Context: an optimization exercise on an open-source flow, tuned for small area, a short achievable clock period and few clock cycles. The choices shown serve that exercise and are no tape-out recipe. In this exercise RTL edits were held to simulation tests only and were not proved equivalent to the original.

`config.mk`:
```
export PLATFORM = sky130hd
export DESIGN_NAME = axi_interconnect
export DESIGN_NICKNAME = axi_interconnect
export VERILOG_FILES = /design/flow/design.v
export SDC_FILE = /design/flow/constraint.sdc
export NUM_CORES = 4
export LEC_CHECK = 0
export CAP_MARGIN = 20
export CORE_AREA = 25 25 175 175
export DIE_AREA = 0 0 200 200
export SETUP_SLACK_MARGIN = 1.2
export SLEW_MARGIN = 20
```
`constraint.sdc`:
```
create_clock -name core_clock -period 4.5 [get_ports {axi_clk}]
set_input_delay 0.9000 -clock core_clock [delete_from_list [all_inputs] [get_ports {axi_clk}]]
set_output_delay 0.9000 -clock core_clock [all_outputs]
set_load 0.01 [all_outputs]
```
`design.v`:
```
package axi_ic_pkg;
    localparam int ID_W    = 4;
    localparam int CID_W   = 4;
    localparam int SID_W   = CID_W + ID_W;
    localparam int ADDR_W  = 32;
    localparam int DATA_W  = 32;
    localparam int LEN_W   = 8;
    localparam int N_MST   = 3;
    localparam int N_SLV   = 3;
    localparam int SEL_LSB = 30;      
    localparam int FIFO_AW = 2;
    localparam logic [1:0] RESP_OKAY   = 2'b00;
    localparam logic [1:0] RESP_DECERR = 2'b11;
    localparam int MAR_W = ID_W + ADDR_W + LEN_W + 3 + 2;
    localparam int SAR_W = SID_W + ADDR_W + LEN_W + 3 + 2;
    localparam int SR_W  = SID_W + DATA_W + 2 + 1;
    localparam int MR_W  = ID_W + DATA_W + 2 + 1;
endpackage
module axi_fifo_sync #(
    parameter int W = 1
) (
    input  logic         clk,
    input  logic         arst_n,
    input  logic         wr_vld,
    input  logic [W-1:0] wr_din,
    input  logic         rd_rdy,
    output logic         wr_rdy,
    output logic         rd_vld,
    output logic [W-1:0] rd_dout
);
    localparam int FIFO_AW = axi_ic_pkg::FIFO_AW;
    logic [W-1:0]       mem [1 << FIFO_AW];
    logic [FIFO_AW-1:0] wr_ptr;
    logic [FIFO_AW-1:0] rd_ptr;
    logic [FIFO_AW:0]   count;
    logic               push;
    logic               pop;
    assign wr_rdy  = !count[FIFO_AW];        
    assign rd_vld  = (count != '0);
    assign rd_dout = mem[rd_ptr];
    assign push    = wr_vld && wr_rdy;
    assign pop     = rd_vld && rd_rdy;
    always_ff @(posedge clk or negedge arst_n) begin
        if (!arst_n) begin
            wr_ptr <= '0;
            rd_ptr <= '0;
            count  <= '0;
        end else begin
            if (push) begin
                wr_ptr <= wr_ptr + 1'b1;
            end
            if (pop) begin
                rd_ptr <= rd_ptr + 1'b1;
            end
            case ({push, pop})
                2'b10:   count <= count + 1'b1;
                2'b01:   count <= count - 1'b1;
                default: count <= count;     
            endcase
        end
    end
    always_ff @(posedge clk) begin
        if (push) begin
            mem[wr_ptr] <= wr_din;
        end
    end
endmodule
module ar_router (
    input  logic                                                  clk,
    input  logic                                                  arst_n,
    input  logic [axi_ic_pkg::N_MST-1:0]                          m_vld,
    input  logic [axi_ic_pkg::N_MST*axi_ic_pkg::MAR_W-1:0]        m_ar,
    input  logic [axi_ic_pkg::N_SLV:0]                            s_rdy,
    input  logic                                                  err_done,  
    output logic [axi_ic_pkg::N_MST-1:0]                          m_rdy,
    output logic [axi_ic_pkg::N_SLV:0]                            s_vld,
    output logic [(axi_ic_pkg::N_SLV+1)*axi_ic_pkg::SAR_W-1:0]    s_ar,
    output logic [axi_ic_pkg::N_MST-1:0]                          err_src    
);
    localparam int N_MST   = axi_ic_pkg::N_MST;
    localparam int N_SLV   = axi_ic_pkg::N_SLV;
    localparam int ID_W    = axi_ic_pkg::ID_W;
    localparam int CID_W   = axi_ic_pkg::CID_W;
    localparam int ADDR_W  = axi_ic_pkg::ADDR_W;
    localparam int SEL_LSB = axi_ic_pkg::SEL_LSB;
    localparam int MAR_W   = axi_ic_pkg::MAR_W;
    localparam int SAR_W   = axi_ic_pkg::SAR_W;
    localparam int SEL_W   = ADDR_W - SEL_LSB;
    localparam int REST_W  = MAR_W - ID_W;     
    logic [N_SLV:0][N_MST-1:0] hit;          
    logic [N_SLV:0][N_MST-1:0] req;
    logic [N_SLV:0][N_MST-1:0] cand;         
    logic [N_SLV:0]            step;         
    for (genvar t = 0; t < N_SLV + 1; t++) begin : g_tgt
        for (genvar i = 0; i < N_MST; i++) begin : g_mst
            assign hit[t][i] = (m_ar[i*MAR_W + REST_W - 1 -: SEL_W] == SEL_W'(t));
            assign req[t][i] = m_vld[i] && hit[t][i];
        end
    end
    assign err_src = cand[N_SLV];
    always_comb begin
        for (int t = 0; t < N_SLV + 1; t++) begin
            s_vld[t] = |(cand[t] & req[t]);
            s_ar[t*SAR_W +: SAR_W] = '0;
            for (int i = 0; i < N_MST; i++) begin
                if (cand[t][i]) begin
                    s_ar[t*SAR_W +: SAR_W] = s_ar[t*SAR_W +: SAR_W]
                                           | {CID_W'(i + 1), m_ar[i*MAR_W +: MAR_W]};
                end
            end
        end
    end
    always_comb begin
        for (int i = 0; i < N_MST; i++) begin
            m_rdy[i] = 1'b0;
            for (int t = 0; t < N_SLV + 1; t++) begin
                if (cand[t][i] && hit[t][i] && s_rdy[t]) begin
                    m_rdy[i] = 1'b1;
                end
            end
        end
    end
    for (genvar t = 0; t < N_SLV; t++) begin : g_step
        assign step[t] = |(req[t] & ~cand[t]) && !(s_vld[t] && !s_rdy[t]);
    end
    assign step[N_SLV] = |(req[N_SLV] & ~cand[N_SLV])
                      && (s_rdy[N_SLV] ? !s_vld[N_SLV] : err_done);
    always_ff @(posedge clk or negedge arst_n) begin
        if (!arst_n) begin
            for (int t = 0; t < N_SLV + 1; t++) begin
                cand[t] <= N_MST'(1) << (t % N_MST);
            end
        end else begin
            for (int t = 0; t < N_SLV + 1; t++) begin
                if (step[t]) begin
                    cand[t] <= {cand[t][N_MST-2:0], cand[t][N_MST-1]};
                end
            end
        end
    end
endmodule
module decerr_slave (
    input  logic                         clk,
    input  logic                         arst_n,
    input  logic                         ar_vld,
    input  logic [axi_ic_pkg::SAR_W-1:0] ar,
    input  logic [axi_ic_pkg::N_MST-1:0] ar_src,   
    input  logic                         r_rdy,
    output logic                         ar_rdy,
    output logic                         r_vld,
    output logic [axi_ic_pkg::SR_W-1:0]  r,
    output logic [axi_ic_pkg::N_MST-1:0] r_dst,    
    output logic                         r_done    
);
    localparam int N_MST  = axi_ic_pkg::N_MST;
    localparam int ID_W   = axi_ic_pkg::ID_W;
    localparam int CID_W  = axi_ic_pkg::CID_W;
    localparam int LEN_W  = axi_ic_pkg::LEN_W;
    localparam int DATA_W = axi_ic_pkg::DATA_W;
    localparam int SAR_W  = axi_ic_pkg::SAR_W;
    logic             busy;
    logic [LEN_W-1:0] beats_left;
    logic [ID_W-1:0]  id_q;
    logic             last;
    assign ar_rdy = !busy;
    assign r_vld  = busy;
    assign r_dst  = ar_src;
    assign r_done = r_vld && r_rdy && last;
    assign last   = (beats_left == '0);
    assign r = {CID_W'(0), id_q, DATA_W'(0), axi_ic_pkg::RESP_DECERR, last};
    always_ff @(posedge clk or negedge arst_n) begin
        if (!arst_n) begin
            busy <= 1'b0;
        end else if (ar_vld && ar_rdy) begin
            busy <= 1'b1;
        end else if (r_done) begin
            busy <= 1'b0;
        end
    end
    always_ff @(posedge clk) begin
        if (ar_vld && ar_rdy) begin
            id_q       <= ar[SAR_W-CID_W-1 -: ID_W];
            beats_left <= ar[5 +: LEN_W];    
        end else if (r_vld && r_rdy) begin
            beats_left <= beats_left - 1'b1;
        end
    end
endmodule
module r_router (
    input  logic                                               clk,
    input  logic                                               arst_n,
    input  logic [axi_ic_pkg::N_SLV:0]                         s_vld,
    input  logic [(axi_ic_pkg::N_SLV+1)*axi_ic_pkg::SR_W-1:0]  s_r,
    input  logic [axi_ic_pkg::N_MST-1:0]                       err_dst,   
    input  logic [axi_ic_pkg::N_MST-1:0]                       m_rdy,
    output logic [axi_ic_pkg::N_SLV:0]                         s_rdy,
    output logic [axi_ic_pkg::N_MST-1:0]                       m_vld,
    output logic [axi_ic_pkg::N_MST*axi_ic_pkg::MR_W-1:0]      m_r
);
    localparam int N_MST = axi_ic_pkg::N_MST;
    localparam int N_SLV = axi_ic_pkg::N_SLV;
    localparam int N_SRC = N_SLV + 1;
    localparam int CID_W = axi_ic_pkg::CID_W;
    localparam int SR_W  = axi_ic_pkg::SR_W;
    localparam int MR_W  = axi_ic_pkg::MR_W;
    logic [N_MST-1:0][N_SLV:0] hit;          
    logic [N_MST-1:0][N_SLV:0] req;
    logic [N_MST-1:0][N_SLV:0] cand;         
    logic [N_MST-1:0]          step;         
    logic [N_MST-1:0]          lock;         
    logic [N_MST-1:0]          done;         
    for (genvar m = 0; m < N_MST; m++) begin : g_mst
        for (genvar s = 0; s < N_SLV; s++) begin : g_src
            assign hit[m][s] = (s_r[s*SR_W + SR_W - CID_W +: 2] == 2'(m + 1));
        end
        assign hit[m][N_SLV] = err_dst[m];
        assign req[m] = hit[m] & s_vld;
    end
    always_comb begin
        for (int m = 0; m < N_MST; m++) begin
            m_vld[m] = |(cand[m] & req[m]);
            m_r[m*MR_W +: MR_W] = '0;
            for (int s = 0; s < N_SRC; s++) begin
                if (cand[m][s]) begin
                    m_r[m*MR_W +: MR_W] = m_r[m*MR_W +: MR_W] | s_r[s*SR_W +: MR_W];    
                end
            end
            done[m] = m_vld[m] && m_rdy[m] && m_r[m*MR_W];
        end
        for (int s = 0; s < N_SRC; s++) begin
            s_rdy[s] = 1'b0;
            for (int m = 0; m < N_MST; m++) begin
                if (cand[m][s] && hit[m][s] && m_rdy[m]) begin
                    s_rdy[s] = 1'b1;
                end
            end
        end
    end
    for (genvar m = 0; m < N_MST; m++) begin : g_step
        assign step[m] = |(req[m] & ~cand[m]) && (done[m] || !(lock[m] || m_vld[m]));
    end
    always_ff @(posedge clk or negedge arst_n) begin
        if (!arst_n) begin
            for (int m = 0; m < N_MST; m++) begin
                lock[m] <= 1'b0;
                cand[m] <= N_SRC'(1) << m;
            end
        end else begin
            for (int m = 0; m < N_MST; m++) begin
                if (done[m]) begin
                    lock[m] <= 1'b0;
                end else if (m_vld[m]) begin
                    lock[m] <= 1'b1;
                end
                if (step[m]) begin
                    cand[m] <= {cand[m][N_SLV-1:0], cand[m][N_SLV]};
                end
            end
        end
    end
endmodule
module axi_interconnect (
    input  logic                                         axi_clk,
    input  logic                                         arst_n,
    input  logic [axi_ic_pkg::N_MST*axi_ic_pkg::ID_W-1:0]   m_axi_arid,
    input  logic [axi_ic_pkg::N_MST*axi_ic_pkg::ADDR_W-1:0] m_axi_araddr,
    input  logic [axi_ic_pkg::N_MST*axi_ic_pkg::LEN_W-1:0]  m_axi_arlen,
    input  logic [axi_ic_pkg::N_MST*3-1:0]                  m_axi_arsize,
    input  logic [axi_ic_pkg::N_MST*2-1:0]                  m_axi_arburst,
    input  logic [axi_ic_pkg::N_MST-1:0]                    m_axi_arvalid,
    output logic [axi_ic_pkg::N_MST-1:0]                    m_axi_arready,
    output logic [axi_ic_pkg::N_MST*axi_ic_pkg::ID_W-1:0]   m_axi_rid,
    output logic [axi_ic_pkg::N_MST*axi_ic_pkg::DATA_W-1:0] m_axi_rdata,
    output logic [axi_ic_pkg::N_MST*2-1:0]                  m_axi_rresp,
    output logic [axi_ic_pkg::N_MST-1:0]                    m_axi_rlast,
    output logic [axi_ic_pkg::N_MST-1:0]                    m_axi_rvalid,
    input  logic [axi_ic_pkg::N_MST-1:0]                    m_axi_rready,
    output logic [axi_ic_pkg::N_SLV*axi_ic_pkg::SID_W-1:0]  s_axi_arid,
    output logic [axi_ic_pkg::N_SLV*axi_ic_pkg::ADDR_W-1:0] s_axi_araddr,
    output logic [axi_ic_pkg::N_SLV*axi_ic_pkg::LEN_W-1:0]  s_axi_arlen,
    output logic [axi_ic_pkg::N_SLV*3-1:0]                  s_axi_arsize,
    output logic [axi_ic_pkg::N_SLV*2-1:0]                  s_axi_arburst,
    output logic [axi_ic_pkg::N_SLV-1:0]                    s_axi_arvalid,
    input  logic [axi_ic_pkg::N_SLV-1:0]                    s_axi_arready,
    input  logic [axi_ic_pkg::N_SLV*axi_ic_pkg::SID_W-1:0]  s_axi_rid,
    input  logic [axi_ic_pkg::N_SLV*axi_ic_pkg::DATA_W-1:0] s_axi_rdata,
    input  logic [axi_ic_pkg::N_SLV*2-1:0]                  s_axi_rresp,
    input  logic [axi_ic_pkg::N_SLV-1:0]                    s_axi_rlast,
    input  logic [axi_ic_pkg::N_SLV-1:0]                    s_axi_rvalid,
    output logic [axi_ic_pkg::N_SLV-1:0]                    s_axi_rready
);
    localparam int N_MST  = axi_ic_pkg::N_MST;
    localparam int N_SLV  = axi_ic_pkg::N_SLV;
    localparam int ID_W   = axi_ic_pkg::ID_W;
    localparam int SID_W  = axi_ic_pkg::SID_W;
    localparam int ADDR_W = axi_ic_pkg::ADDR_W;
    localparam int DATA_W = axi_ic_pkg::DATA_W;
    localparam int LEN_W  = axi_ic_pkg::LEN_W;
    localparam int MAR_W  = axi_ic_pkg::MAR_W;
    localparam int SAR_W  = axi_ic_pkg::SAR_W;
    localparam int SR_W   = axi_ic_pkg::SR_W;
    localparam int MR_W   = axi_ic_pkg::MR_W;
    logic [N_MST*MAR_W-1:0]     m_ar_q;
    logic [N_MST-1:0]           m_ar_vld;
    logic [N_MST-1:0]           m_ar_rdy;
    logic [(N_SLV+1)*SAR_W-1:0] s_ar_d;      
    logic [N_SLV:0]             s_ar_vld;
    logic [N_SLV:0]             s_ar_rdy;
    logic [(N_SLV+1)*SR_W-1:0]  s_r_q;
    logic [N_SLV:0]             s_r_vld;
    logic [N_SLV:0]             s_r_rdy;
    logic [N_MST*MR_W-1:0]      m_r_d;
    logic [N_MST-1:0]           m_r_vld;
    logic [N_MST-1:0]           m_r_rdy;
    logic [N_MST-1:0]           err_src;     
    logic [N_MST-1:0]           err_dst;     
    logic                       err_done;    
    for (genvar i = 0; i < N_MST; i++) begin : g_mst
        assign m_ar_q[i*MAR_W +: MAR_W] = {m_axi_arid[i*ID_W +: ID_W], m_axi_araddr[i*ADDR_W +: ADDR_W],
                                           m_axi_arlen[i*LEN_W +: LEN_W], m_axi_arsize[i*3 +: 3],
                                           m_axi_arburst[i*2 +: 2]};
        assign m_ar_vld[i]      = m_axi_arvalid[i];
        assign m_axi_arready[i] = m_ar_rdy[i];
        assign {m_axi_rid[i*ID_W +: ID_W], m_axi_rdata[i*DATA_W +: DATA_W],
                m_axi_rresp[i*2 +: 2], m_axi_rlast[i]} = m_r_d[i*MR_W +: MR_W];
        assign m_axi_rvalid[i]  = m_r_vld[i] && arst_n;      
        assign m_r_rdy[i]       = m_axi_rready[i];
    end
    for (genvar i = 0; i < N_SLV; i++) begin : g_slv
        assign {s_axi_arid[i*SID_W +: SID_W], s_axi_araddr[i*ADDR_W +: ADDR_W],
                s_axi_arlen[i*LEN_W +: LEN_W], s_axi_arsize[i*3 +: 3],
                s_axi_arburst[i*2 +: 2]} = s_ar_d[i*SAR_W +: SAR_W];
        assign s_axi_arvalid[i] = s_ar_vld[i] && arst_n;     
        assign s_ar_rdy[i]      = s_axi_arready[i];
        assign s_r_q[i*SR_W +: SR_W] = {s_axi_rid[i*SID_W +: SID_W], s_axi_rdata[i*DATA_W +: DATA_W],
                                        s_axi_rresp[i*2 +: 2], s_axi_rlast[i]};
        assign s_r_vld[i]       = s_axi_rvalid[i];
        assign s_axi_rready[i]  = s_r_rdy[i];
    end
    ar_router u_ar_router (
        .clk    (axi_clk),
        .arst_n (arst_n),
        .m_vld  (m_ar_vld),
        .m_ar   (m_ar_q),
        .s_rdy  (s_ar_rdy),
        .err_done(err_done),
        .m_rdy  (m_ar_rdy),
        .s_vld  (s_ar_vld),
        .s_ar   (s_ar_d),
        .err_src(err_src)
    );
    decerr_slave u_decerr_slave (
        .clk    (axi_clk),
        .arst_n (arst_n),
        .ar_vld (s_ar_vld[N_SLV]),
        .ar     (s_ar_d[N_SLV*SAR_W +: SAR_W]),
        .ar_src (err_src),
        .r_rdy  (s_r_rdy[N_SLV]),
        .ar_rdy (s_ar_rdy[N_SLV]),
        .r_vld  (s_r_vld[N_SLV]),
        .r      (s_r_q[N_SLV*SR_W +: SR_W]),
        .r_dst  (err_dst),
        .r_done (err_done)
    );
    r_router u_r_router (
        .clk    (axi_clk),
        .arst_n (arst_n),
        .s_vld  (s_r_vld),
        .s_r    (s_r_q),
        .err_dst(err_dst),
        .m_rdy  (m_r_rdy),
        .s_rdy  (s_r_rdy),
        .m_vld  (m_r_vld),
        .m_r    (m_r_d)
    );
endmodule
```
`flow/run.sh`:
```
#!/bin/bash
# The standard layout with two changes:
#  - plain buf_1 cells as the port buffers, instead of the delay buffers that
#    buffer_ports picks by default;
#  - a222oi_1 is not used: its three-high pull-up stack is slow, and the
#    one-hot multiplexers map to a22oi + nand2 instead.
set -euo pipefail
export BUFFER_PORTS_ARGS="-buffer_cell sky130_fd_sc_hd__buf_1"
cp config.mk own_config.mk
echo 'export DONT_USE_CELLS = sky130_fd_sc_hd__a222oi_1' >> own_config.mk
sed "s#DESIGN_CONFIG=[^ ]*#DESIGN_CONFIG=$PWD/own_config.mk#" standard.sh > own_standard.sh
bash own_standard.sh finish > standard.log 2>&1
```
`standard.sh`:
```
#!/bin/bash
# synth_recipe.tcl (not shown) runs the flow's synth.tcl, then flattens the netlist and writes it again
# the make line also repeats each setting of config.mk as NAME=value (left out here)
make -C /OpenROAD-flow-scripts/flow DESIGN_CONFIG=/design/flow/config.mk WORK_HOME=/design/flow/orfs CLKGATE_MAP_FILE= SYNTH_SCRIPT=/design/flow/synth_recipe.tcl "${@:-finish}"
```
==> results of run 1 <==
[flip-flops by register name, summed over array words and instances, names as in the netlist]
signal                     cells
u_r_router.lock                3
u_r_router.cand               12
u_decerr_slave.beats_left      8
u_decerr_slave.id_q            4
u_ar_router.cand              12
u_decerr_slave.busy            1
[cells in the mapped netlist (13+ instances only)]
master / instances / area share, %
dfrtp_1: 21 / 6.2
clkbuf_1: 102 / 4.5
nand3_1: 16 / 0.95
a21oi_1: 23 / 1.4
buf_4: 160 / 14
nor2_1: 27 / 1.2
nand2_1: 548 / 24
a31oi_1: 15 / 1.1
a22oi_1: 284 / 25
inv_1: 13 / 0.58
mux2_2: 13 / 1.7
[tightest hold or removal path, delay by kind of cell, from the launching register on]
family,cells,cell delay [ns]
buffers and inverters,1,0.07
DFF,1,0.37
muxes,1,0.07
[area by class of cell]
type	count	area share, %
Multi-Input combinational cell	1053	59.2
Sequential cell	40	11.1
Tap cell	280	3.62
Clock inverter	3	0.465
Inverter	13	0.504
Timing Repair Buffer	586	23.5
Clock buffer	5	1.29
Antenna cell	10	0.258
[routing by layer]
layer | wire length [um] | GRT usage (%) | part of all wire (%)
met1 | 18300 | 25.5 | 34
met2 | 27100 | 42.1 | 50
met3 | 7350 | 10.0 | 14
met4 | 1140 | 5.79 | 2.1
met5 | 23 | 0 | 0.043
[worst max path at each step]
stage	startpoint	endpoint	depth (start not counted)
after floorplan	m_axi_araddr[30]	s_axi_arvalid[0]	4
after global placement	arst_n	m_axi_rvalid[2]	5
after detailed placement	arst_n	m_axi_rvalid[2]	5
after CTS	u_r_router.cand[6]	m_axi_rdata[48]	4
after global routing	u_r_router.cand[6]	m_axi_rdata[50]	4
final	u_r_router.cand[6]	m_axi_rdata[50]	4
[cells by family (layout without fill, tap and decap cells)]
| group | Yosys count | count (layout) |
|---|---|---|
| xor gates and xnor gates | 5 | 5 |
| other | 1 | 16 |
| adders and majority gates | 2 | 2 |
| and+or+nand+nor | 656 | 656 |
| muxes | 17 | 17 |
| buffers and inverters | 288 | 607 |
| DFF | 40 | 40 |
| AOI/OAI and AO/OA | 367 | 367 |
[metrics by stage]
stage | util [%] | instances
after floorplan | - | 1381
after detailed placement | 43.2 | 1972
final | 44.1 | 1990
after global routing | 44.0 | 1986
after CTS | 43.9 | 1980
after global placement | 43.2 | 1972
[what timing repair did]
| action | in CTS | in global routing |
|---|---|---|
| buffers inserted | 0 | 0 |
| hold buffers | 0 | 0 |
| setup endpoints to repair | 0 | 1 |
| resized for setup | 0 | 1 |
==> out/qor.txt, run 1 <==
commonest non-fill, non-tap cell in the layout = buf_1
reg2reg start = u_r_router.cand[4]
reg-to-reg setup timing slack = 2.03 ns
status = no timing/DRC/antenna violations
Simple-Gate Fraction of Synth Area = 32.7%
worst slew pin tran = 1.10 ns
CTS tree = done
critical-path cell list = buf_4 > a22oi_1 > nand2_1 > buf_1
Hold Path Origin = u_r_router.cand[10]
initial antenna violation count = 8
GRT overflow = 0
TritonCTS Buffers = 5
Synth Area in XOR/XNOR = 0.518%
dpl hpwl = 43800 um
crit path launch type = flip-flop
worst endpoint required time = 3.60 ns
post-DR wirelength/cell = 27.1 um
finished layout cell area = 9680 um^2
Port Buffer Count = 565
Main synth FF type = dfrtp_1
peak per-stage delay on the critical path = 1.07 ns
Netlist Area Pre-Place = 8460 um^2
Ports = 578
post-synthesis compound-gate area fraction = 31.7%
RePlAce Congestion = 0.904
Max-cap violations = 0
drt first pass iters = 6
layout cells sized above 1 = 3.94%
Iteration-0 DRC Markers = 1243
EDFF count, synth = 12
gr usage total = 23.8%
core area = 22000 um^2
HP Class = flip-flop to flip-flop
FF/Latch Area = 1080 um^2
clock latency on the worst-skew pair = 0.29 ns
Crit Path Class = flip-flop to primary output
Mapped Cells = 1376
Setup Skew = 0.00470 ns
R2R depth = 5
final WL = 53900 um
final setup violation count = 0
Slew Limit Fails = 0
period utilisation layout = 71.0%
CTS Buffer Depth = 2
Setup WS pre-CTS = 1.37 ns
RSZ-0062 raised after global routing = no
Die Wd = 200 um
worst r2r dst = u_r_router.cand[4]
pin count of the biggest net entering global routing = 54
Reg clk slew, reported paths = 0.06 ns
nets = 1991
adder-cell share of the synthesized area = 0.296%
Ys Warns = 3
starting density of the core = 38.5%
H-tree depth = 2
Critical Path End Type = primary output
register area share after synthesis = 12.6%
largest family of logic cells by synthesized area = simple AND/OR/NAND/NOR gates
Layout fillers = 2476
Fin Hold WS = 0.503 ns
slowest stage cell, crit path = dfrtp_1
hold path endpoint = u_r_router.cand[10]
delay-heaviest family, CP = flip-flops
clk sinks = 40
vias = 11600
vias per std cell = 5.85
Area growth syn-to-layout = 14.5%
setup TNS = 0 ns
Arrival @ worst endpoint = 2.30 ns
Fin. Hold Viols = 0
vias in the first global route = 10900
Peak Freq = 313 MHz
multi-input logic area = 5730 um^2
DIE HEIGHT = 200 um
Routed Antenna Nets = 0
#FFs+latches synth = 40
row cnt = 54
Yosys cell types = 57
mux cell area share after synthesis = 2.20%
crit path buf inv count = 2
Crit Path Max Fanout = 27
most frequent cells in the layout = buf_1 (565), nand2_1 (548), a22oi_1 (284), nor2_1 (27), a21oi_1 (23)
dpl cell area = 9480 um^2
Tmin final = 3.20 ns
drt drc = 0
synthesized area per cell = 6.15 um^2
Async S/R FF share, synth = 70.0%
Slew HR = 26.5%
final setup margin = 1.30 ns
root buffer cell = clkbuf_16
WHS Path Cells = 2
first-pass GRT wire length = 75800 um
die area = 40000 um^2
Testbench counts, summed over its fixed seeds: cycles 7,526.
==> run 2: changes to the inputs <==
--- a/config.mk
+++ b/config.mk
@@ -10,3 +10,3 @@
 export DIE_AREA = 0 0 200 200
-export SETUP_SLACK_MARGIN = 1.2
+export SETUP_SLACK_MARGIN = 1.75
 export SLEW_MARGIN = 20
==> run 2 against run 1 <==
Compared with the run above: die area did not move; sequential cell count did not move; setup slack improved by 0.42 ns; final cell count rose by 0.75%; critical path depth rose by 1; global-route usage rose by 0.61 points; critical path type is now input port to primary output.
==> out/qor.txt, run 2 <==
vias per std cell = 5.94
Area growth syn-to-layout = 19.8%
EDFF count, synth = 12
dpl hpwl = 43800 um
commonest non-fill, non-tap cell in the layout = nand2_1
largest cells by area after synthesis = a22oi_1 (25%), nand2_1 (24%), buf_4 (14%)
Max-cap violations = 0
top-count cell post-synth = nand2_1
reg2reg start = u_r_router.cand[0]
RSZ-0062 raised after global routing = yes
clock latency on the worst-skew pair = 0.29 ns
gr usage total = 24.4%
Async S/R FF share, synth = 70.0%
Hold Path Origin = u_r_router.lock[2]
vias = 11900
Reg clk slew, reported paths = 0.06 ns
placed cells = 1972
pin count of the biggest net entering global routing = 54
vias in the first global route = 11000
Mapped Cells = 1376
Tmin final = 2.78 ns
top cell type's share of synthesized area = 25.2%
crit path launch type = input port
Arrival @ worst endpoint = 1.88 ns
Setup Skew = 0.00566 ns
final setup margin = 1.72 ns
Synth Area in XOR/XNOR = 0.518%
register area share after synthesis = 12.6%
Die Wd = 200 um
largest family of logic cells by synthesized area = simple AND/OR/NAND/NOR gates
Yosys cell types = 57
period utilisation layout = 61.7%
Main synth FF type = dfrtp_1
most frequent cells in the layout = nand2_1 (548), buf_1 (540), a22oi_1 (284), nor2_1 (25), a21oi_1 (22)
Final Non-Filler Cells = 2005
Crit Path Class = input port to primary output
drt first pass iters = 5
adder-cell share of the synthesized area = 0.296%
setup TNS = 0 ns
GRT overflow = 0
starting density of the core = 38.5%
worst endpoint required time = 3.60 ns
Ports = 578
mux cell area share after synthesis = 2.20%
final WL = 55800 um
first-pass GRT wire length = 77400 um
synthesized area per cell = 6.15 um^2
layout cells sized above 1 = 7.23%
Setup WS pre-CTS = 1.37 ns
post-DR wirelength/cell = 27.8 um
peak per-stage delay on the critical path = 0.24 ns
drt drc = 0
Layout fillers = 2431
Util after Layout = 46.1%
Simple-Gate Fraction of Synth Area = 32.7%
CP startpoint = arst_n
HP Class = flip-flop to flip-flop
Ys Warns = 3
critical-path cell list = buf_2 > buf_12 > clkinvlp_4 > a31oi_1 > buf_2
worst slew pin tran = 0.743 ns
status = no timing/DRC/antenna violations
top flop regs = u_ar_router.cand: 12 flops, u_r_router.cand: 12 flops, u_decerr_slave.beats_left: 8 flops
#FFs+latches synth = 40
Iteration-0 DRC Markers = 1299
clk sinks = 40
Critical Path End Type = primary output
Port Buffer Count = 565
CTS tree = done
H-tree depth = 2
Slew HR = 50.3%
DIE HEIGHT = 200 um
Netlist Area Pre-Place = 8460 um^2
cts hold-fix bufs = 0
most frequent cells after synthesis = nand2_1 (548), a22oi_1 (284), buf_4 (160)
initial antenna violation count = 10
crit path buf inv count = 4
RePlAce Congestion = 0.904
post-synthesis compound-gate area fraction = 31.7%
nets = 2005
Routed Antenna Nets = 0
Fin. Hold Viols = 0
Slew Limit Fails = 0
delay-heaviest family, CP = buffers and inverters
root buffer cell = clkbuf_16
slowest stage cell, crit path = a31oi_1
TritonCTS Buffers = 5
row cnt = 54
CTS Buffer Depth = 2
Peak Freq = 360 MHz
cell taking the most area after synthesis = a22oi_1
Crit Path Max Fanout = 15
Worst path most repeated cell = buf_2
final setup violation count = 0
die area = 40000 um^2
core area = 22000 um^2
[run 2: layout make-up]
cell class,instances,area [um^2],share of cell area (%)
multi-input cells,1053,5810,57.3
repair buffers,600,2610,25.7
flip-flops and latches,40,1120,11.1
well taps,280,350,3.46
clock buffers,5,125,1.23
inverters,13,52.6,0.519
clock inverters,3,45.0,0.444
diodes,11,27.5,0.272
[run 2: worst paths after layout]
check,cells past startpoint,end,slack [ns]
setup / recovery,5,s_axi_arvalid[1],1.72
hold / removal,1,u_r_router.lock[2],0.52
setup reg to reg,5,u_r_router.cand[3],2.10
hold reg to reg,1,u_r_router.lock[2],0.52
max in group asynchronous,2,u_ar_router.cand[5],3.64
min in group asynchronous,2,u_ar_router.cand[1],0.58
[run 2: worst reg2reg max path, stage by stage, from the launching register on]
cell and delay (ns):
dfstp_4 0.73, buf_6 0.19, and4bb_1 0.19, or4_1 0.63
and3_4 0.25, a221o_1 0.30
[run 2: cells by family after synthesis]
group / Yosys count
DFF: 40
adders and majority gates: 2
xor gates and xnor gates: 5
other: 1
muxes: 17
buffers and inverters: 288
AOI/OAI and AO/OA: 367
and+or+nand+nor: 656
[run 2: through the flow]
stage	cell area, um^2	hold WS [ns]
after floorplan	8480	0.481
after global placement	9480	0.484
after detailed placement	9480	0.494
after CTS	9910	0.517
after global routing	10100	0.538
final	10100	0.517
[run 2: repair_timing]
action | 4_1_cts | 5_1_grt
pin swaps | 0 | 6
hold endpoints to repair | 0 | 0
buffers inserted | 5 | 8
endpoints found under the setup margin | 197 | 43
gates resized for setup | 56 | 29
cloned | 1 | 0
[run 2: metal layers]
layer  wire, um  global-route usage (%)
met1      19000                    26.4
met2      28100                    43.5
met3       7300                    9.62
met4       1250                    5.63
met5         31                       0
==> run 3: changes to the inputs <==
--- a/config.mk
+++ b/config.mk
@@ -9,4 +9,6 @@
 export CORE_AREA = 25 25 175 175
+export CTS_CLUSTER_DIAMETER = 400
+export CTS_CLUSTER_SIZE = 60
 export DIE_AREA = 0 0 200 200
-export SETUP_SLACK_MARGIN = 1.75
+export SETUP_SLACK_MARGIN = 1.6
 export SLEW_MARGIN = 20
==> run 3 against run 2 <==
Compared with the run above: first-iteration DRC count shrank 3.6%; count of clock-buffer cells in the layout is the same; highest routed layer unchanged; largest cell class unchanged; still clean; via count shrank 1.8%.
==> out/qor.txt, run 3 <==
status = no timing/DRC/antenna violations
Area growth syn-to-layout = 16.6%
max layer used = met5
crit path launch type = flip-flop
initial antenna violation count = 11
top flop regs = u_ar_router.cand: 12 flops, u_r_router.cand: 12 flops, u_decerr_slave.beats_left: 8 flops
most frequent cells in the layout = buf_1 (551), nand2_1 (548), a22oi_1 (284), nor2_1 (26), a21oi_1 (22)
Port Buffer Count = 565
met2 wire len = 27400 um
top-count cell post-synth = nand2_1
Max-cap violations = 0
first-pass GRT wire length = 76100 um
Ports = 578
Fin. Hold Viols = 0
EDFF count, synth = 12
Routed Antenna Nets = 0
starting density of the core = 38.5%
root buffer cell = clkbuf_16
commonest non-fill, non-tap cell in the layout = buf_1
Slew Limit Fails = 0
Main synth FF type = dfrtp_1
dpl hpwl = 43800 um
row cnt = 54
synthesized area per cell = 6.15 um^2
most frequent cells after synthesis = nand2_1 (548), a22oi_1 (284), buf_4 (160)
Reg clk slew, reported paths = 0.06 ns
largest cells by area after synthesis = a22oi_1 (25%), nand2_1 (24%), buf_4 (14%)
Setup Skew = 0.00468 ns
layout cells sized above 1 = 5.58%
period utilisation layout = 63.2%
drt drc = 0
Netlist Area Pre-Place = 8460 um^2
Crit Path Class = flip-flop to primary output
Tmin final = 2.85 ns
reg-to-reg setup timing slack = 2.10 ns
Crit Path Max Fanout = 27
gr usage total = 23.9%
vias = 11700
core area = 22000 um^2
die area = 40000 um^2
vias per std cell = 5.86
Fin Hold WS = 0.522 ns
worst slew pin tran = 0.731 ns
DIE HEIGHT = 200 um
setup TNS = 0 ns
Mapped Cells = 1376
worst r2r dst = u_decerr_slave.beats_left[1]
drt first pass iters = 8
Async S/R FF share, synth = 70.0%
CTS tree = done
Die Wd = 200 um
clk sinks = 40
Hold Path Origin = u_r_router.cand[10]
RePlAce Congestion = 0.904
met1 wire length = 18800 um
register area share after synthesis = 12.6%
post-DR wirelength/cell = 27.3 um
hold path endpoint = u_r_router.cand[10]
worst endpoint required time = 3.60 ns
H-tree depth = 2
Peak Freq = 351 MHz
Critical Path End Type = primary output
cell taking the most area after synthesis = a22oi_1
top cell type's share of synthesized area = 25.2%
final WL = 54500 um
pin count of the biggest net entering global routing = 54
TritonCTS Buffers = 5
final setup violation count = 0
Ys Warns = 3
reg2reg start = u_ar_router.cand[9]
Slew HR = 51.1%
Yosys cell types = 57
GRT overflow = 0
RSZ-0062 raised after global routing = yes
R2R depth = 3
Iteration-0 DRC Markers = 1252
CTS Buffer Depth = 2
#FFs+latches synth = 40
HP Class = flip-flop to flip-flop
cts hold-fix bufs = 0
vias in the first global route = 10900
nets = 1995
clock latency on the worst-skew pair = 0.29 ns
metal3 WL = 7060 um
WHS Path Cells = 2
Arrival @ worst endpoint = 1.95 ns
## run 3: cell types whose count changed in the layout (fill, tap and decap cells not counted), sizes merged
cell    change
buf         -8
bufbuf      -1
clkbuf      -1
diode       +1
## run 3: logic make-up after synthesis
family / after synthesis / synth area share, %
AOI/OAI and AO/OA: 367 / 31.7
buffers and inverters: 288 / 19.9
adders and majority gates: 2 / 0.296
xor gates and xnor gates: 5 / 0.518
DFF: 40 / 12.6
other: 1 / 0.0443
muxes: 17 / 2.20
and+or+nand+nor: 656 / 32.7
## run 3: repair_timing
action | 4_1_cts | 5_1_grt
pin swaps | 1 | 0
gates resized for setup | 24 | 19
setup buffers | 2 | 1
cloned | 0 | 1
endpoints found under the setup margin | 117 | 15
## run 3: layout make-up
cell class | count | area, um^2
multi-input cells | 1053 | 5750
clock inverters | 3 | 45.0
flip-flops and latches | 40 | 1110
clock buffers | 5 | 125
inverters | 13 | 52.6
well taps | 280 | 350
fillers | 2467 | 12100
diodes | 12 | 30.0
repair buffers | 590 | 2390
## run 3: per-stage QoR
step / util (%) / std cells / cell area [um^2] / worst slack, ns
3_3_place_gp: 43.2 / 1972 / 9480 / 1.35
5_1_grt: 44.8 / 1992 / 9850 / 1.56
2_1_floorplan: - / 1381 / 8480 / 1.82
3_5_place_dp: 43.2 / 1972 / 9480 / 1.37
4_1_cts: 44.3 / 1982 / 9740 / 1.51
6_report: 44.9 / 1996 / 9860 / 1.65
## run 3: worst max-delay path by stage
stage / start / endpoint / cells after the start
2_1_floorplan: m_axi_araddr[30] / s_axi_arvalid[0] / 4
3_3_place_gp: arst_n / m_axi_rvalid[2] / 5
3_5_place_dp: arst_n / m_axi_rvalid[2] / 5
4_1_cts: s_axi_rid[4] / m_axi_rvalid[2] / 6
5_1_grt: s_axi_rid[20] / m_axi_rvalid[2] / 6
6_report: u_r_router.cand[6] / m_axi_rdata[50] / 4
## run 3: critical path: stages (launching register included)
cell and delay, ns:
dfrtp_2 0.76, buf_4 0.37, a22oi_1 0.12, nand2_1 0.10, buf_1 0.30
## run 3: routing by layer
layer | up-vias | track usage (%)
met5 | - | 0
met4 | 6 | 5.56
li1 | 5366 | -
met2 | 749 | 42.5
met3 | 69 | 10.1
met1 | 5506 | 25.5
==> run 4: changes to the inputs <==
--- a/config.mk
+++ b/config.mk
@@ -8,5 +8,3 @@
 export CAP_MARGIN = 20
-export CORE_AREA = 25 25 175 175
-export CTS_CLUSTER_DIAMETER = 400
-export CTS_CLUSTER_SIZE = 60
+export CORE_AREA = 40 40 160 160
 export DIE_AREA = 0 0 200 200
==> run 4 against run 3 <==
Compared with the run above: via count rose by 2.1%; sequential share of layout area rose by 0.23 points; utilization rose by 24 points; wire length rose by 16%; critical path depth rose by 2; hold slack got worse by 0.018 ns.
==> out/qor.txt, run 4 <==
Async S/R FF share, synth = 70.0%
commonest non-fill, non-tap cell in the layout = buf_1
multi-input logic area = 5750 um^2
Reg clk slew, reported paths = 0.05 ns
vias = 11900
final setup violation count = 0
Fin. Hold Viols = 0
die area = 40000 um^2
core area = 14000 um^2
hold path endpoint = u_r_router.lock[2]
reg-to-reg setup timing slack = 2.02 ns
HP Class = flip-flop to flip-flop
Arrival @ worst endpoint = 2.03 ns
slowest stage cell, crit path = o21ai_0
root buffer cell = clkbuf_16
top flop regs = u_ar_router.cand: 12 flops, u_r_router.cand: 12 flops, u_decerr_slave.beats_left: 8 flops
Worst path most repeated cell = nor2_1
worst slew pin tran = 0.890 ns
period utilisation layout = 65.1%
vias per std cell = 6.27
worst r2r dst = u_r_router.cand[1]
synthesized area per cell = 6.15 um^2
Setup Skew = 0.00456 ns
first-pass GRT wire length = 84200 um
Die Wd = 200 um
most frequent cells in the layout = buf_1 (549), nand2_1 (548), a22oi_1 (284), nor2_1 (27), a21oi_1 (22)
Max-cap violations = 0
R2R depth = 4
Ys Warns = 3
clock latency on the worst-skew pair = 0.28 ns
FF/Latch Area = 1110 um^2
placed cells = 1866
layout cells sized above 1 = 5.07%
#FFs+latches synth = 40
Area growth syn-to-layout = 14.3%
WHS Path Cells = 1
CTS Buffer Depth = 2
Setup WS pre-CTS = 1.33 ns
most frequent cells after synthesis = nand2_1 (548), a22oi_1 (284), buf_4 (160)
Hold Path Origin = u_r_router.lock[2]
H-tree depth = 2
top-count cell post-synth = nand2_1
Crit Path Class = input port to primary output
RSZ-0062 raised after global routing = yes
Ports = 578
Tmin final = 2.93 ns
vias in the first global route = 10300
critical-path cell list = buf_1 > nand3_1 > o21ai_0 > nor2_1 > nor2_1 > buf_2
post-DR wirelength/cell = 33.1 um
Netlist Area Pre-Place = 8460 um^2
Critical Path End Type = primary output
register area share after synthesis = 12.6%
starting density of the core = 60.5%
Crit Path Max Fanout = 7
Port Buffer Count = 565
top cell type's share of synthesized area = 25.2%
clk sinks = 40
RePlAce Congestion = 0.936
Main synth FF type = dfrtp_1
Slew Limit Fails = 0
CTS tree = done
DIE HEIGHT = 200 um
pin count of the biggest net entering global routing = 57
nets = 1988
reg2reg start = u_r_router.cand[0]
dpl hpwl = 53000 um
Iteration-0 DRC Markers = 2161
row cnt = 43
setup TNS = 0 ns
worst endpoint required time = 3.60 ns
Final Non-Filler Cells = 1905
final setup margin = 1.57 ns
Layout fillers = 1342
initial antenna violation count = 20
cell taking the most area after synthesis = a22oi_1
drt first pass iters = 7
drt drc = 0
Mapped Cells = 1376
peak per-stage delay on the critical path = 0.26 ns
Routed Antenna Nets = 0
largest cells by area after synthesis = a22oi_1 (25%), nand2_1 (24%), buf_4 (14%)
EDFF count, synth = 12
Util after Layout = 69.1%
GRT overflow = 0
Yosys cell types = 57
crit path launch type = input port
Peak Freq = 341 MHz
status = no timing/DRC/antenna violations
final WL = 63100 um
gr usage total = 26.6%
TritonCTS Buffers = 5
Slew HR = 40.5%
[run 4: cell count changes in the layout (fill, tap and decap cells not counted), moves of 2 or more]
cell     delta
buf_4       -6
buf_12      -2
diode_2    +16
buf_1       -2
[run 4: critical path: cells and delay by family]
kind | cells | cell delay (ns)
AND/OR/NAND/NOR | 3 | 0.42
buffers and inverters | 2 | 0.44
AO/OA/AOI/OAI | 1 | 0.26
[run 4: area by class of cell]
type	count	area share, %
multi-input combinational	1053	59.4
timing repair buffer	583	23.9
sequential	40	11.5
tap	180	2.33
clock buffer	7	1.59
antenna	28	0.725
inverter	13	0.505
clock inverter	1	0.0518
[run 4: worst max-delay path by stage]
stage / start / endpoint / slack, ns
2_1_floorplan: m_axi_araddr[30] / s_axi_arvalid[0] / 1.82
3_3_place_gp: m_axi_araddr[31] / s_axi_arvalid[0] / 1.33
3_5_place_dp: m_axi_araddr[31] / s_axi_arvalid[0] / 1.33
4_1_cts: u_ar_router.cand[4] / s_axi_arvalid[1] / 1.59
5_1_grt: s_axi_rid[5] / m_axi_rvalid[2] / 1.49
6_report: s_axi_rid[5] / m_axi_rvalid[2] / 1.57
[run 4: logic make-up (layout without fill, tap and decap cells)]
family	after synthesis	after routing	synth area share (%)
AOI/OAI and AO/OA	367	367	31.7
xor gates and xnor gates	5	5	0.518
adders and majority gates	2	2	0.296
buffers and inverters	288	604	19.9
DFF	40	40	12.6
muxes	17	17	2.20
other	1	34	0.0443
and+or+nand+nor	656	656	32.7
[run 4: layer usage]
layer	track usage, %	part of all wire [%]	vias to the layer above
met5	0	0.16	-
met1	25.2	30	5443
li1	-	-	5379
met4	8.39	3.0	18
met2	45.5	49	963
met3	17.7	18	142
[run 4: through the flow]
stage | hold slack (ns) | area (um^2)
after floorplan | 0.481 | 8480
after global placement | 0.491 | 9310
after detailed placement | 0.496 | 9310
after CTS | 0.508 | 9540
after global routing | 0.543 | 9620
final | 0.504 | 9670
[run 4: timing repair]
| item | 4_1_cts | 5_1_grt |
|---|---|---|
| hold buffers | 0 | 0 |
| resized for setup | 23 | 15 |
| setup endpoints to repair | 116 | 37 |
| setup buffers | 1 | 2 |
==> run 5: changes to the inputs <==
--- a/config.mk
+++ b/config.mk
@@ -10,3 +10,3 @@
 export DIE_AREA = 0 0 200 200
-export SETUP_SLACK_MARGIN = 1.6
+export SETUP_SLACK_MARGIN = 1.7
 export SLEW_MARGIN = 20
==> run 5 against run 4 <==
Compared with the run above: sequential cell count is the same; setup slack gained 0.17 ns; synthesized cell count is the same; area after synthesis is the same; critical path depth shrank 2; utilization grew 1.2 points; global-route usage grew 0.25 points; wire length grew 1.8%; via count grew 1.9%; non-clock buffer count grew 7.
==> out/qor.txt, run 5 <==
row cnt = 43
top cell type's share of synthesized area = 25.2%
Port Buffer Count = 565
drt drc = 0
Routed Antenna Nets = 0
gr usage total = 26.9%
Arrival @ worst endpoint = 1.86 ns
Netlist Area Pre-Place = 8460 um^2
worst endpoint required time = 3.60 ns
final WL = 64300 um
Crit Path Max Fanout = 19
nets = 1995
vias per std cell = 6.38
top flop regs = u_ar_router.cand: 12 flops, u_r_router.cand: 12 flops, u_decerr_slave.beats_left: 8 flops
Yosys cell types = 57
root buffer cell = clkbuf_16
dpl hpwl = 53000 um
clock latency on the worst-skew pair = 0.28 ns
most frequent cells in the layout = nand2_1 (548), buf_1 (541), a22oi_1 (284), nor2_1 (27), a21oi_1 (22)
vias = 12200
Mapped Cells = 1376
crit path launch type = flip-flop
#FFs+latches synth = 40
most frequent cells after synthesis = nand2_1 (548), a22oi_1 (284), buf_4 (160)
Fin. Hold Viols = 0
HP Class = flip-flop to flip-flop
core area = 14000 um^2
pin count of the biggest net entering global routing = 57
placed cells = 1866
Max-cap violations = 0
H-tree depth = 2
Slew HR = 38.4%
drt first pass iters = 7
Crit Path Class = flip-flop to primary output
Area growth syn-to-layout = 16.3%
Slew Limit Fails = 0
RSZ-0062 raised after global routing = yes
status = no timing/DRC/antenna violations
Ports = 578
Tmin final = 2.76 ns
Ys Warns = 3
initial antenna violation count = 17
Main synth FF type = dfrtp_1
Die Wd = 200 um
top-count cell post-synth = nand2_1
die area = 40000 um^2
first-pass GRT wire length = 85000 um
CTS Buffer Depth = 2
GRT overflow = 0
layout cells sized above 1 = 6.16%
RePlAce Congestion = 0.936
largest cells by area after synthesis = a22oi_1 (25%), nand2_1 (24%), buf_4 (14%)
clk sinks = 40
Reg clk slew, reported paths = 0.05 ns
final setup violation count = 0
TritonCTS Buffers = 5
Setup Skew = 0.00593 ns
starting density of the core = 60.5%
Async S/R FF share, synth = 70.0%
EDFF count, synth = 12
DIE HEIGHT = 200 um
CTS tree = done
register area share after synthesis = 12.6%
worst slew pin tran = 0.920 ns
Iteration-0 DRC Markers = 2081
period utilisation layout = 61.2%
vias in the first global route = 10400
Setup WS pre-CTS = 1.33 ns
final setup margin = 1.74 ns
setup TNS = 0 ns
Critical Path End Type = primary output
commonest non-fill, non-tap cell in the layout = nand2_1
Peak Freq = 363 MHz
post-DR wirelength/cell = 33.7 um
Util after Layout = 70.3%
synthesized area per cell = 6.15 um^2
cell taking the most area after synthesis = a22oi_1
Final Non-Filler Cells = 1906
-- run 5: cell counts after synthesis --
No cell type changed its count.
-- run 5: per-layer routing --
layer	vias up	routed length (um)	track usage, %	part of all wire, %
li1	5380	-	-	-
met3	162	11900	17.9	18
met2	1088	31200	46.1	49
met4	18	1970	8.02	3.1
met5	-	108	0	0.17
met1	5518	19100	25.4	30
-- run 5: path summary, 6_finish.rpt --
path,cells after the start,slack [ns],start,to
min in group asynchronous,2,0.60,arst_n,u_r_router.lock[2]
worst min-delay path,1,0.51,u_r_router.lock[2],u_r_router.lock[2]
max in group asynchronous,2,3.66,arst_n,u_ar_router.cand[9]
worst min register to register,1,0.51,u_r_router.lock[2],u_r_router.lock[2]
worst max-delay path,4,1.74,u_ar_router.cand[0],s_axi_araddr[28]
worst max register to register,5,1.98,u_r_router.cand[0],u_r_router.cand[1]
-- run 5: critical path, cell delays in order (launching register included) --
cell and delay (ns):
dfstp_4 0.79, buf_4 0.32, nand2_1 0.09, nand2_1 0.07
buf_1 0.31
-- run 5: area by class of cell --
class                      instances  area (um^2)
multi-input combinational       1053         5760
fill                            1312         4160
timing repair buffer             590         2470
sequential                        40         1110
tap                              180          225
clock buffer                       7          154
antenna                           22         55.1
inverter                          13         48.8
clock inverter                     1         5.00
-- run 5: timing repair --
item | 4_1_cts | 5_1_grt
pin swaps | 0 | 1
hold endpoints to repair | 0 | 0
buffers inserted | 4 | 6
endpoints found under the setup margin | 209 | 15
gates resized for setup | 38 | 25
hold buffers | 0 | 0
-- run 5: metrics by stage --
step | area, um^2 | hold WS [ns]
floorplan | 8480 | 0.481
global placement | 9310 | 0.491
detailed placement | 9310 | 0.496
CTS | 9620 | 0.508
global route | 9800 | 0.543
finish | 9830 | 0.507
-- run 5: cell families (layout without fill, tap and decap cells) --
| logic type | Yosys count | after routing | synth area share (%) |
|---|---|---|---|
| AO/OA/AOI/OAI | 367 | 367 | 31.7 |
| XOR/XNOR | 5 | 5 | 0.518 |
| adder cells (fa/ha/maj) | 2 | 2 | 0.296 |
| buffers and inverters | 288 | 611 | 19.9 |
| flip-flops | 40 | 40 | 12.6 |
| multiplexers | 17 | 17 | 2.20 |
| other | 1 | 28 | 0.0443 |
| AND/OR/NAND/NOR | 656 | 656 | 32.7 |
==> run 6: changes to the inputs <==
--- a/config.mk
+++ b/config.mk
@@ -8,3 +8,3 @@
 export CAP_MARGIN = 20
-export CORE_AREA = 40 40 160 160
+export CORE_AREA = 45 45 155 155
 export DIE_AREA = 0 0 200 200
==> run 6 against run 5 <==
Compared with the run above: still clean; die area unchanged; area after synthesis stayed put.
==> out/qor.txt, run 6 <==
Slew HR = 49.7%
Hold Path Origin = u_r_router.lock[2]
TritonCTS Buffers = 5
final WL = 69800 um
Port Buffer Count = 565
period utilisation layout = 62.7%
final setup violation count = 0
Mapped Cells = 1376
Iteration-0 DRC Markers = 2773
Area growth syn-to-layout = 15.6%
clock latency on the worst-skew pair = 0.28 ns
Setup Skew = 0.00349 ns
dpl hpwl = 57400 um
setup TNS = 0 ns
Crit Path Max Fanout = 4
Tmin final = 2.82 ns
pin count of the biggest net entering global routing = 57
drt drc = 0
vias = 13000
WHS Path Cells = 1
top-count cell post-synth = nand2_1
Layout fillers = 843
layout cells sized above 1 = 6.53%
Yosys cell types = 57
crit path launch type = flip-flop
CTS Buffer Depth = 2
nets = 1992
commonest non-fill, non-tap cell in the layout = nand2_1
critical-path cell list = inv_1 > ha_1 > nor4bb_2 > a211o_1 > clkbuf_2
crit path buf inv count = 2
GRT overflow = 0
synthesized area per cell = 6.15 um^2
vias per std cell = 6.97
core area = 11600 um^2
Ys Warns = 3
Reg clk slew, reported paths = 0.06 ns
HP Class = flip-flop to flip-flop
Routed Antenna Nets = 0
cell taking the most area after synthesis = a22oi_1
Max-cap violations = 0
Main synth FF type = dfrtp_1
most frequent cells in the layout = nand2_1 (548), buf_1 (536), a22oi_1 (284), nor2_1 (27), a21oi_1 (22)
#FFs+latches synth = 40
top cell type's share of synthesized area = 25.2%
RePlAce Congestion = 0.953
register area share after synthesis = 12.6%
Slew Limit Fails = 0
largest cells by area after synthesis = a22oi_1 (25%), nand2_1 (24%), buf_4 (14%)
status = no timing/DRC/antenna violations
reg-to-reg setup timing slack = 2.12 ns
gr usage total = 28.9%
Die Wd = 200 um
H-tree depth = 2
clk sinks = 40
worst slew pin tran = 0.755 ns
Peak Freq = 354 MHz
Arrival @ worst endpoint = 1.92 ns
root buffer cell = clkbuf_16
cts hold-fix bufs = 0
row cnt = 39
peak per-stage delay on the critical path = 0.45 ns
Async S/R FF share, synth = 70.0%
RSZ-0062 raised after global routing = yes
CTS tree = done
delay-heaviest family, CP = flip-flops
drt first pass iters = 9
post-DR wirelength/cell = 37.4 um
Netlist Area Pre-Place = 8460 um^2
Critical Path End Type = primary output
initial antenna violation count = 25
starting density of the core = 72.8%
worst endpoint required time = 3.60 ns
hold path endpoint = u_r_router.lock[2]
EDFF count, synth = 12
first-pass GRT wire length = 91500 um
die area = 40000 um^2
Fin. Hold Viols = 0
slowest stage cell, crit path = edfxtp_1
reg2reg start = u_decerr_slave.beats_left[0]
top flop regs = u_ar_router.cand: 12 flops, u_r_router.cand: 12 flops, u_decerr_slave.beats_left: 8 flops
Crit Path Class = flip-flop to primary output
Ports = 578
R2R depth = 7
most frequent cells after synthesis = nand2_1 (548), a22oi_1 (284), buf_4 (160)
DIE HEIGHT = 200 um
vias in the first global route = 11300
worst r2r dst = u_r_router.cand[11]
## run 6: worst max-delay path by stage
stage / startpoint / to / slack (ns) / depth (start not counted)
final: u_decerr_slave.beats_left[0] / m_axi_rlast[2] / 1.68 / 5
after global routing: u_decerr_slave.beats_left[0] / m_axi_rlast[2] / 1.62 / 5
after CTS: m_axi_araddr[94] / s_axi_arvalid[2] / 1.63 / 5
after detailed placement: m_axi_araddr[31] / s_axi_arvalid[0] / 1.33 / 5
after global placement: m_axi_araddr[31] / s_axi_arvalid[0] / 1.39 / 5
after floorplan: m_axi_araddr[30] / s_axi_arvalid[0] / 1.82 / 4
## run 6: cells by family after synthesis
kind of cell	Yosys count	synth area share, %
multiplexers	17	2.20
AND/OR/NAND/NOR	656	32.7
flip-flops	40	12.6
other	1	0.0443
XOR/XNOR	5	0.518
adder cells (fa/ha/maj)	2	0.296
buffers and inverters	288	19.9
AO/OA/AOI/OAI	367	31.7
## run 6: final cells by class
type	count	area, um^2	area share, %
antenna	23	57.6	0.589
clock buffer	6	139	1.42
clock inverter	2	10.0	0.102
inverter	13	52.6	0.537
multi-input combinational	1053	5780	59.1
sequential	40	1120	11.5
tap	143	179	1.83
timing repair buffer	587	2440	25.0
## run 6: stage by stage
stage	utilization [%]	cells	area, um^2	hold WS [ns]	setup WS (ns)
detailed placement	79.6	1827	9250	0.497	1.33
CTS	82.2	1840	9550	0.510	1.63
global placement	79.6	1827	9250	0.499	1.39
global route	83.9	1856	9750	0.550	1.62
finish	84.2	1867	9780	0.535	1.68
floorplan	-	1381	8480	0.481	1.82
## run 6: per-layer routing
metal	GRT usage (%)	wire length, um	share of wire [%]	up-vias
met5	0	157	0.22	-
met4	12.5	3870	5.5	28
met3	20.6	14200	20	348
met2	49.5	32900	47	1557
met1	25.5	18700	27	5714
li1	-	-	-	5374
## run 6: what timing repair did
item                                    in CTS  in global routing
endpoints found under the setup margin     179                 26
resized for setup                           37                 35
setup buffers                                5                  3
cloned                                       0                  1
pin swaps                                    1                  3
==> run 7: changes to the inputs <==
--- a/config.mk
+++ b/config.mk
@@ -7,6 +7,7 @@
 export LEC_CHECK = 0
+export ABC_AREA = 1
 export CAP_MARGIN = 20
-export CORE_AREA = 45 45 155 155
+export CORE_AREA = 40 40 160 160
 export DIE_AREA = 0 0 200 200
-export SETUP_SLACK_MARGIN = 1.7
+export SETUP_SLACK_MARGIN = 1.8
 export SLEW_MARGIN = 20
==> run 7 against run 6 <==
Compared with the run above: synthesized cell count is 5.9% lower; non-clock buffer count is 23 higher; register-to-register slack better by 0.34 ns; final cell count is 0.43% lower; sequential cell count stayed put; global-route usage is 0.78 points lower; wire length is 5.1% lower; utilization is 14 points lower; count of clock-buffer cells in the layout stayed put; critical path type unchanged; largest cell class unchanged; highest routed layer unchanged.
==> out/qor.txt, run 7 <==
worst slew pin tran = 0.541 ns
Main synth FF type = dfrtp_1
DIE HEIGHT = 200 um
HP Class = input port to async pin
Slew HR = 63.9%
crit path launch type = flip-flop
RePlAce Congestion = 0.956
initial antenna violation count = 26
slowest stage cell, crit path = dfstp_4
largest family of logic cells by synthesized area = compound AO/OA/AOI/OAI gates
core area = 14000 um^2
commonest non-fill, non-tap cell in the layout = buf_1
critical-path cell list = buf_4 > a22oi_1 > o21ai_0 > buf_1
metal3 WL = 12700 um
first-pass GRT wire length = 87700 um
Layout fillers = 1428
nets = 1950
cts hold-fix bufs = 0
Ys Warns = 3
peak per-stage delay on the critical path = 0.74 ns
Slew Limit Fails = 0
status = no timing/DRC/antenna violations
Setup WS pre-CTS = 1.48 ns
drt first pass iters = 8
RSZ-0062 raised after global routing = yes
largest cells by area after synthesis = a22oi_1 (22%), o21ai_0 (17%), buf_4 (15%)
EDFF count, synth = 12
Max-cap violations = 0
adder-cell share of the synthesized area = 0.303%
vias in the first global route = 10600
GRT overflow = 0
most frequent cells in the layout = buf_1 (494), o21ai_0 (270), a22oi_1 (245), inv_1 (140), nand2_1 (117)
TritonCTS Buffers = 5
Tmin final = 2.74 ns
gr usage total = 28.1%
worst endpoint required time = 3.60 ns
top cell type's share of synthesized area = 22.3%
setup TNS = 0 ns
Iteration-0 DRC Markers = 2417
Async S/R FF share, synth = 70.0%
#FFs+latches synth = 40
final setup violation count = 0
synthesized area per cell = 6.37 um^2
H-tree depth = 2
Crit Path Class = flip-flop to primary output
met1 wire length = 18800 um
final WL = 66200 um
reg2reg start = u_ar_router.cand[9]
clk sinks = 40
Synth Area in XOR/XNOR = 0.637%
drt drc = 0
vias = 12100
CTS tree = done
Netlist Area Pre-Place = 8250 um^2
top flop regs = u_ar_router.cand: 12 flops, u_r_router.cand: 12 flops, u_decerr_slave.beats_left: 8 flops
Mapped Cells = 1295
Simple-Gate Fraction of Synth Area = 14.9%
post-DR wirelength/cell = 35.6 um
Reg clk slew, reported paths = 0.07 ns
row cnt = 43
most frequent cells after synthesis = o21ai_0 (272), a22oi_1 (245), buf_4 (166)
Port Buffer Count = 565
CP startpoint = u_r_router.cand[0]
root buffer cell = clkbuf_16
pin count of the biggest net entering global routing = 53
Critical Path End Type = primary output
clock latency on the worst-skew pair = 0.29 ns
layout cells sized above 1 = 11.8%
Crit Path Max Fanout = 15
Yosys cell types = 39
cell taking the most area after synthesis = a22oi_1
top-count cell post-synth = o21ai_0
Ports = 578
Arrival @ worst endpoint = 1.84 ns
Setup Skew = 0.00866 ns
Die Wd = 200 um
mux cell area share after synthesis = 0%
period utilisation layout = 60.9%
crit path buf inv count = 2
die area = 40000 um^2
Peak Freq = 365 MHz
starting density of the core = 59.0%
met2 wire len = 31900 um
register area share after synthesis = 13.0%
vias per std cell = 6.49
Fin. Hold Viols = 0
post-synthesis compound-gate area fraction = 43.7%
Routed Antenna Nets = 0
dpl hpwl = 54900 um
CTS Buffer Depth = 2
max layer used = met5
Area growth syn-to-layout = 18.9%
final setup margin = 1.76 ns
delay-heaviest family, CP = flip-flops
[run 7: per-layer routing]
layer	GRT usage, %	vias up
li1	-	5252
met1	25.6	5451
met2	48.4	1114
met3	20.0	218
met4	9.03	34
met5	0	-
[run 7: path summary, 6_finish.rpt]
path                       slack [ns]  cells past startpoint                           end
hold / removal                   0.50                      1            u_r_router.cand[1]
hold reg to reg                  0.52                      2           u_ar_router.cand[8]
max in group asynchronous        3.45                      2           u_ar_router.cand[9]
min in group core_clock          0.52                      2           u_ar_router.cand[8]
setup reg to reg                 2.46                      4  u_decerr_slave.beats_left[5]
setup / recovery                 1.76                      4                m_axi_rdata[9]
[run 7: metrics by stage]
stage / util (%) / cells / hold slack [ns] / instance area (um^2)
floorplan: - / 1300 / 0.483 / 8270
global placement: 64.5 / 1796 / 0.511 / 9030
detailed placement: 64.5 / 1796 / 0.510 / 9030
CTS: 67.9 / 1824 / 0.520 / 9500
global route: 69.8 / 1846 / 0.513 / 9770
finish: 70.1 / 1859 / 0.502 / 9800
[run 7: timing repair]
item                       4_1_cts  5_1_grt
setup buffers                   17       15
pin swaps                        0        4
gates resized for setup         68       62
setup endpoints to repair      255       99
cloned                           3        0
[run 7: layout make-up]
cell class	instances	area [um^2]	share of cell area (%)
inverter	153	593	6.05
multi-input combinational	845	5000	51.0
sequential	40	1120	11.4
clock inverter	2	15.0	0.153
antenna	20	50.0	0.511
clock buffer	6	150	1.53
timing repair buffer	610	2630	26.9
timing repair inverter	3	22.5	0.230
tap	180	225	2.30
[run 7: kinds of logic (layout without fill, tap and decap cells)]
kind of cell               after synthesis  after routing
other                                    1             26
AOI/OAI and AO/OA                      578            578
buffers and inverters                  415            774
and+or+nand+nor                        253            253
DFF                                     40             40
adders and majority gates                2              2
xor gates and xnor gates                 6              6
[run 7: worst reg2reg max path, stage by stage (launching register included)]
cell,delay [ns]
dfstp_2,0.80
nand4_1,0.17
o211ai_2,0.14
nand2_2,0.24
nand2_1,0.36

[afterwards: timing with drivers on the ports]
The flow's constraints put no driver on any port. The routed layouts listed below were extracted and timed again, unchanged, in two steps.
Step 1 sets driving cells, clkbuf_16 on the clock port and buf_2 on the other inputs (assumed; they add their load-dependent delay and slew).
Step 2 adds t to the input delays and takes it off the output delays; t is the mean of the earliest and latest rising clock arrival at the registers after step 1. Input paths then give back, and output paths get back, about the clock's delay inside the block.
Slacks: ideal / step 1 / step 2; pairs: ideal / step 1.
run	t, ns	setup WS [ns]	worst setup path at the end
run 1	0.330	1.304 / 1.263 / 1.339	input to output
run 2	0.330	1.722 / 1.645 / 1.645	input to output
run 3	0.329	1.655 / 1.564 / 1.564	input to output
run 4	0.316	1.570 / 1.482 / 1.482	input to output
run 5	0.315	1.745 / 1.681 / 1.625	input to register
run 6	0.322	1.678 / 1.637 / 1.642	input to output
run 7	0.332	1.760 / 1.710 / 1.712	input to output
After both steps every run listed still meets setup and hold. For run 5, which loses most, drivers alone change the setup slack by -0.064 ns; drivers and shift together by -0.120 ns.
